Background: an optimization exercise with open tools, aiming at small area. Do not read the settings as production practice. The RTL was checked by simulation tests, not by an equivalence proof against the original design. The clock port is modelled as an ideal driver; clocking choices that lean on that would not hold on a real chip.

==> flow/design.v (excerpt) <==
module gobang_move_arbiter #(
  parameter int HIST_DEPTH = 225,
  parameter int CNT_W      = 8
) (
  input  logic             clk,
  input  logic             rst,
  input  logic             new_game,
  input  logic             p_req,
  input  logic [3:0]       p_i,
  input  logic [3:0]       p_j,
  input  logic             a_req,
  input  logic [3:0]       a_i,
  input  logic [3:0]       a_j,
  input  logic             undo_req,
  input  logic             crt_color,
  input  logic             cell_occupied,
  output logic [3:0]       look_i,
  output logic [3:0]       look_j,
  output logic             data_clr,
  output logic             data_write,
  output logic             data_erase,
  output logic [3:0]       write_i,
  output logic [3:0]       write_j,
  output logic             write_color,
  output logic             p_grant,
  output logic             a_grant,
  output logic             reject,
  output logic             undo_done,
  output logic             busy,
  output logic [CNT_W-1:0] move_count,
  output logic             last_valid,
  output logic [3:0]       last_i,
  output logic [3:0]       last_j
);
==> flow/config.mk <==
export PLATFORM = sky130hd
export DESIGN_NAME = gobang_move_arbiter
export DESIGN_NICKNAME = gobang_move_arbiter
export VERILOG_FILES = /design/flow/design.v
export SDC_FILE = /design/flow/constraint.sdc
export NUM_CORES = 4
export LEC_CHECK = 0
export CAP_MARGIN = 20
export CORE_MARGIN = 2
export CORE_UTILIZATION = 70
export CTS_BUF_LIST = sky130_fd_sc_hd__clkbuf_16
export CTS_CLUSTER_DIAMETER = 80
export CTS_CLUSTER_SIZE = 36
export PLACE_DENSITY = 0.8
export SLEW_MARGIN = 20
==> flow/constraint.sdc <==
create_clock -name core_clock -period 8.0 [get_ports {clk}]
set_input_delay 1.6000 -clock core_clock [delete_from_list [all_inputs] [get_ports {clk}]]
set_output_delay 1.6000 -clock core_clock [all_outputs]
set_load 0.01 [all_outputs]
standard.sh (not shown) runs the stock make flow with config.mk's settings and CLKGATE_MAP_FILE= SYNTH_SCRIPT=/design/flow/synth_recipe.tcl, a recipe that flattens the netlist after the stock synthesis.
==> flow/flow/run.sh <==
#!/bin/bash
# Standard layout, with the port buffers made from the smallest buffer cell.
set -euo pipefail
bash standard.sh BUFFER_PORTS_ARGS="-buffer_cell sky130_fd_sc_hd__buf_1" finish > standard_flow.log 2>&1
Then changed:
==> flow/run.sh (new file) <==
#!/bin/bash
# synth_recipe.tcl (not shown) runs the flow's synth.tcl, then flattens the netlist and writes it again
# the make line also repeats each setting of config.mk as NAME=value (left out here)
make -C /OpenROAD-flow-scripts/flow DESIGN_CONFIG=/design/flow/config.mk WORK_HOME=/design/flow/orfs CLKGATE_MAP_FILE= SYNTH_SCRIPT=/design/flow/synth_recipe.tcl finish
removed: flow/flow/run.sh
removed: flow/standard.sh
Outcome: Final cell count barely changes. Maximum frequency fell by 9.3%. Synthesized area is unchanged.
Then changed:
==> flow/flow/run.sh (new file) <==
#!/bin/bash
# Standard layout, with the port buffers made from the smallest buffer cell and
# clock tree synthesis without dummy loads.
set -euo pipefail
bash standard.sh BUFFER_PORTS_ARGS="-buffer_cell sky130_fd_sc_hd__buf_1" \
  CTS_ARGS="-sink_clustering_enable -repair_clock_nets -sink_clustering_size 36 -sink_clustering_max_diameter 80 -buf_list sky130_fd_sc_hd__clkbuf_16 -dont_use_dummy_load" \
  finish > standard_flow.log 2>&1
==> flow/standard.sh (new file) <==
#!/bin/bash
# synth_recipe.tcl (not shown) runs the flow's synth.tcl, then flattens the netlist and writes it again
# the make line also repeats each setting of config.mk as NAME=value (left out here)
make -C /OpenROAD-flow-scripts/flow DESIGN_CONFIG=/design/flow/config.mk WORK_HOME=/design/flow/orfs CLKGATE_MAP_FILE= SYNTH_SCRIPT=/design/flow/synth_recipe.tcl "${@:-finish}"
--- a/flow/config.mk
+++ b/flow/config.mk
@@ -6,5 +6,5 @@
 export NUM_CORES = 4
 export LEC_CHECK = 0
-export CAP_MARGIN = 20
+export CAP_MARGIN = 5
 export CORE_MARGIN = 2
 export CORE_UTILIZATION = 70
@@ -12,4 +12,5 @@
 export CTS_CLUSTER_DIAMETER = 80
 export CTS_CLUSTER_SIZE = 36
+export GPL_TIMING_DRIVEN = 0
 export PLACE_DENSITY = 0.8
-export SLEW_MARGIN = 20
+export SLEW_MARGIN = 5
removed: flow/run.sh
=> The new run finished with timing, DRC and antenna clean; worst hold slack gets worse by 0.0044 ns; utilization climbs by 1.1 points; register-to-register slack gets worse by 0.34 ns; sequential share of layout area drops by 0.99 points; die area stays the same; critical path depth climbs by 1; via count climbs by 11%.

========
## garnet
The RTL this note starts from:
==> flow/design.v <==
`timescale 1ns/1ps
module gobang_move_arbiter #(
  parameter int HIST_DEPTH = 225,
  parameter int CNT_W      = 8
) (
  input  logic             clk,
  input  logic             rst,
  input  logic             new_game,
  input  logic             p_req,
  input  logic [3:0]       p_i,
  input  logic [3:0]       p_j,
  input  logic             a_req,
  input  logic [3:0]       a_i,
  input  logic [3:0]       a_j,
  input  logic             undo_req,
  input  logic             crt_color,
  input  logic             cell_occupied,
  output logic [3:0]       look_i,
  output logic [3:0]       look_j,
  output logic             data_clr,
  output logic             data_write,
  output logic             data_erase,
  output logic [3:0]       write_i,
  output logic [3:0]       write_j,
  output logic             write_color,
  output logic             p_grant,
  output logic             a_grant,
  output logic             reject,
  output logic             undo_done,
  output logic             busy,
  output logic [CNT_W-1:0] move_count,
  output logic             last_valid,
  output logic [3:0]       last_i,
  output logic [3:0]       last_j
);
  typedef enum logic [2:0] {IDLE, CHECK, WRITE, CLEAR, UNDO} state_e;
  localparam logic ID_PLAYER = 1'b0;
  localparam logic ID_AI     = 1'b1;
  localparam int   NPOS      = HIST_DEPTH + 1;
  state_e           state, state_nxt;
  logic             pending_clr;
  logic             last_served;
  logic [3:0]       lat_i, lat_j;
  logic             lat_id, lat_color;
  logic [7:0]       sreg [NPOS];
  logic             ofs;
  logic             sh_dn, sh_up;
  logic             push, pop;
  logic             push_nxt, pop_nxt, ofs_nxt, dn_nxt;
  logic             stack_empty;
  logic [7:0]       top;
  logic [3:0]       top_i, top_j;
  logic             illegal;
  logic             pick_ai;
  assign stack_empty = (move_count == '0);
  assign top         = ofs ? ~sreg[1] : sreg[0];
  assign {top_i, top_j} = stack_empty ? 8'h00 : top;
  assign last_valid  = ~stack_empty;
  assign last_i      = top_i;
  assign last_j      = top_j;
  assign busy        = (state != IDLE);
  assign push = (state == WRITE);
  assign pop  = (state == UNDO) & ~stack_empty;
  assign push_nxt = (state_nxt == WRITE);
  assign pop_nxt  = (state_nxt == UNDO) & ~stack_empty;
  assign ofs_nxt  = (push | pop) ? ofs : ~ofs;
  assign dn_nxt   = push_nxt | (~pop_nxt & ~ofs_nxt);
  assign pick_ai = a_req & (~p_req | (last_served == ID_PLAYER));
  assign illegal = cell_occupied | (lat_i > 4'd14) | (lat_j > 4'd14) |
                   (move_count == CNT_W'(HIST_DEPTH));
  always_comb begin
    state_nxt   = state;
    look_i      = '0;
    look_j      = '0;
    data_clr    = 1'b0;
    data_write  = 1'b0;
    data_erase  = 1'b0;
    write_i     = '0;
    write_j     = '0;
    write_color = 1'b0;
    p_grant     = 1'b0;
    a_grant     = 1'b0;
    reject      = 1'b0;
    undo_done   = 1'b0;
    unique case (state)
      IDLE: begin
        if (pending_clr)         state_nxt = CLEAR;
        else if (undo_req)       state_nxt = UNDO;
        else if (p_req || a_req) state_nxt = CHECK;
      end
      CHECK: begin
        look_i    = lat_i;
        look_j    = lat_j;
        reject    = illegal;
        state_nxt = illegal ? IDLE : WRITE;
      end
      WRITE: begin
        data_write  = 1'b1;
        write_i     = lat_i;
        write_j     = lat_j;
        write_color = lat_color;
        p_grant     = (lat_id == ID_PLAYER);
        a_grant     = (lat_id == ID_AI);
        state_nxt   = IDLE;
      end
      CLEAR: begin
        data_clr  = 1'b1;
        state_nxt = IDLE;
      end
      UNDO: begin
        if (stack_empty) begin
          reject = 1'b1;
        end else begin
          data_erase = 1'b1;
          write_i    = top_i;
          write_j    = top_j;
          undo_done  = 1'b1;
        end
        state_nxt = IDLE;
      end
      default: state_nxt = IDLE;
    endcase
  end
  always_ff @(posedge clk or negedge rst) begin
    if (!rst) begin
      state       <= IDLE;
      pending_clr <= 1'b0;
      last_served <= ID_AI;
      move_count  <= '0;
      lat_i       <= '0;
      lat_j       <= '0;
      lat_id      <= ID_PLAYER;
      lat_color   <= 1'b0;
      ofs         <= 1'b0;
      sh_dn       <= 1'b1;
      sh_up       <= 1'b0;
    end else begin
      sh_dn <= dn_nxt;
      sh_up <= ~dn_nxt;
      state <= state_nxt;
      ofs <= ofs_nxt;
      if (new_game)
        pending_clr <= 1'b1;
      else if (state == IDLE && state_nxt == CLEAR)
        pending_clr <= 1'b0;
      if (state == IDLE && state_nxt == CHECK) begin
        lat_i     <= pick_ai ? a_i : p_i;
        lat_j     <= pick_ai ? a_j : p_j;
        lat_id    <= pick_ai ? ID_AI : ID_PLAYER;
        lat_color <= crt_color;
      end
      unique case (state)
        WRITE: begin
          move_count  <= move_count + 1'b1;
          last_served <= lat_id;
        end
        CLEAR: move_count <= '0;
        UNDO:  if (!stack_empty) move_count <= move_count - 1'b1;
        default: ;
      endcase
    end
  end
  always_ff @(posedge clk) begin
    sreg[0] <= ~((~{lat_i, lat_j} | {8{sh_up}}) & (sreg[1] | {8{sh_dn}}));
    for (int k = 1; k < NPOS - 1; k++)
      sreg[k] <= ~((sreg[k-1] | {8{sh_up}}) & (sreg[k+1] | {8{sh_dn}}));
    sreg[NPOS-1] <= ~sreg[NPOS-2];
  end
endmodule
clock: 8.0 ns
lec_check: 0
cap_margin: 20
core_margin: 2
core_utilization: 70
cts_buf_list: sky130_fd_sc_hd__clkbuf_16
cts_cluster_diameter: 80
cts_cluster_size: 36
place_density: 0.8
slew_margin: 20
==> flow/flow/run.sh <==
#!/bin/bash
# Standard layout, with the port buffers made from the smallest buffer cell and
# clock tree synthesis without dummy loads.
set -euo pipefail
bash standard.sh BUFFER_PORTS_ARGS="-buffer_cell sky130_fd_sc_hd__buf_1" \
  CTS_ARGS="-sink_clustering_enable -repair_clock_nets -sink_clustering_size 38 -sink_clustering_max_diameter 60 -buf_list sky130_fd_sc_hd__clkbuf_16 -dont_use_dummy_load" \
  finish > standard_flow.log 2>&1
garnet ran to completion and came out clean on the timing, DRC and antenna checks.
## Diff of input files: raven against garnet
Settings: CTS_CLUSTER_SIZE now 32, was 36; CTS_CLUSTER_DIAMETER now 60, was 80.
==> flow/run.sh (new file) <==
#!/bin/bash
# synth_recipe.tcl (not shown) runs the flow's synth.tcl, then flattens the netlist and writes it again
# the make line also repeats each setting of config.mk as NAME=value (left out here)
make -C /OpenROAD-flow-scripts/flow DESIGN_CONFIG=/design/flow/config.mk WORK_HOME=/design/flow/orfs CLKGATE_MAP_FILE= SYNTH_SCRIPT=/design/flow/synth_recipe.tcl finish
removed: flow/flow/run.sh
removed: flow/standard.sh
### Flow results
raven completed every stage of the flow, and the final layout passed the timing, DRC and antenna checks. garnet has a higher routing usage on met2 than raven. The run showing the greater headroom to the max-slew limit is garnet. Summary of raven over garnet: area growth from synthesis to final layout shows an increase of 2.4 points, measured slew at the worst slew-check pin grew by 0.033 ns.
#### Input delta (yarrow over raven)
Settings: changing CTS_CLUSTER_SIZE from 32 to 36; changing CTS_CLUSTER_DIAMETER from 60 to 80; changing CAP_MARGIN from 20 to 5; changing SLEW_MARGIN from 20 to 5.
==> flow/flow/run.sh (new file) <==
#!/bin/bash
# Standard layout, with the port buffers made from the smallest buffer cell and
# clock tree synthesis without dummy loads.
set -euo pipefail
bash standard.sh BUFFER_PORTS_ARGS="-buffer_cell sky130_fd_sc_hd__buf_1" \
  CTS_ARGS="-sink_clustering_enable -repair_clock_nets -sink_clustering_size 36 -sink_clustering_max_diameter 80 -buf_list sky130_fd_sc_hd__clkbuf_16 -dont_use_dummy_load" \
  finish > standard_flow.log 2>&1
==> flow/standard.sh (new file) <==
#!/bin/bash
# synth_recipe.tcl (not shown) runs the flow's synth.tcl, then flattens the netlist and writes it again
# the make line also repeats each setting of config.mk as NAME=value (left out here)
make -C /OpenROAD-flow-scripts/flow DESIGN_CONFIG=/design/flow/config.mk WORK_HOME=/design/flow/orfs CLKGATE_MAP_FILE= SYNTH_SCRIPT=/design/flow/synth_recipe.tcl "${@:-finish}"
removed: flow/run.sh
Notes after the runs:
Endpoint arrival time on the critical path ended up 0.41 ns lower on yarrow than on raven.
Compared with raven, maximum frequency in yarrow increased by a little under 10%.
On detailed router's first-iteration violation count, yarrow does worse than raven.
Compared with raven, yarrow instantiates a smaller number of standard cells.
The inputs of ember differ from those of yarrow as listed below.
Settings: CAP_MARGIN now 20, was 5; SLEW_MARGIN now 20, was 5.
Findings:
Looking at the reports, ember completed the entire flow and the layout it produced met the timing, DRC and antenna checks. The post-CTS repair timing setup buffer count was comparable across yarrow and ember. Relative slew slack in ember is 0.69 points above yarrow. ember against yarrow: fraction of standard cell area that is sequential barely changed. Setup WNS yarrow -> ember: better. There was hardly any difference in maximum operating frequency between ember and yarrow.
## Diff of input files: fjord against ember
Settings: changing CTS_CLUSTER_SIZE from 36 to 30; changing CTS_BUF_LIST from sky130_fd_sc_hd__clkbuf_16 to sky130_fd_sc_hd__clkbuf_8 sky130_fd_sc_hd__clkbuf_16.
==> flow/run.sh (new file) <==
#!/bin/bash
# synth_recipe.tcl (not shown) runs the flow's synth.tcl, then flattens the netlist and writes it again
# the make line also repeats each setting of config.mk as NAME=value (left out here)
make -C /OpenROAD-flow-scripts/flow DESIGN_CONFIG=/design/flow/config.mk WORK_HOME=/design/flow/orfs CLKGATE_MAP_FILE= SYNTH_SCRIPT=/design/flow/synth_recipe.tcl finish
removed: flow/flow/run.sh
removed: flow/standard.sh
==> comparison <==
- fjord vs. ember: first-iteration DRC count rose by 12%; ratio of cells with drive above 1 in the final layout up 0.49 points.
- fjord finished every step from synthesis to the final layout, and the layout passed the timing, DRC and antenna checks.
- Higher CTS buffer count goes to fjord over ember.
- Taking ember as the reference, in fjord global routing met3 resource utilization went up; share of the yosys chip area belonging to registers did not really move; area growth from synthesis to final layout went up.
- Fraction of area in registers for fjord: 1.3 points down relative to ember
- Against ember, fjord comes in 3.7 points higher on met1 track utilization from global routing.
- Average wire length per cell after detail routing for fjord: about 4% up relative to ember

## port drivers added, routing unchanged
Ports are ideal in the flow. The routed layouts listed here were re-timed in OpenROAD.
Step 1 (the two cells are an assumption about what drives the block):
set clk [get_ports {clk}]
set_driving_cell -lib_cell sky130_fd_sc_hd__clkbuf_16 $clk
set_driving_cell -lib_cell sky130_fd_sc_hd__buf_2 [delete_from_list [all_inputs] $clk]
Step 2 moves the port delays by t, midway between the first and last clock arrival at a register: inputs arrive t later, outputs are due t later. That takes back most of the time a late clock gives input paths.
Slacks: no drivers / after step 1 / after step 2; pairs: no drivers / after step 1.
run	t, ns	slack for setup (ns)	worst setup path after step 2	clock arrival spread, ns
the first run of note 1	0.720	3.627 / 3.565 / 4.068	input to output	0.034 / 0.035
the second run of note 1	0.710	3.179 / 3.117 / 3.380	input to output	0.039 / 0.039
the third run of note 1	0.719	3.712 / 3.648 / 4.033	input to output	0.058 / 0.058
garnet	0.689	3.693 / 3.629 / 4.074	input to output	0.062 / 0.062
raven	0.699	3.237 / 3.173 / 3.375	input to output	0.032 / 0.031
yarrow	0.700	3.651 / 3.589 / 4.070	input to output	0.079 / 0.080
ember	0.701	3.655 / 3.593 / 4.067	input to output	0.079 / 0.079
fjord	0.695	3.227 / 3.162 / 3.382	input to output	0.027 / 0.027
After both steps setup and hold are still met in every run listed.
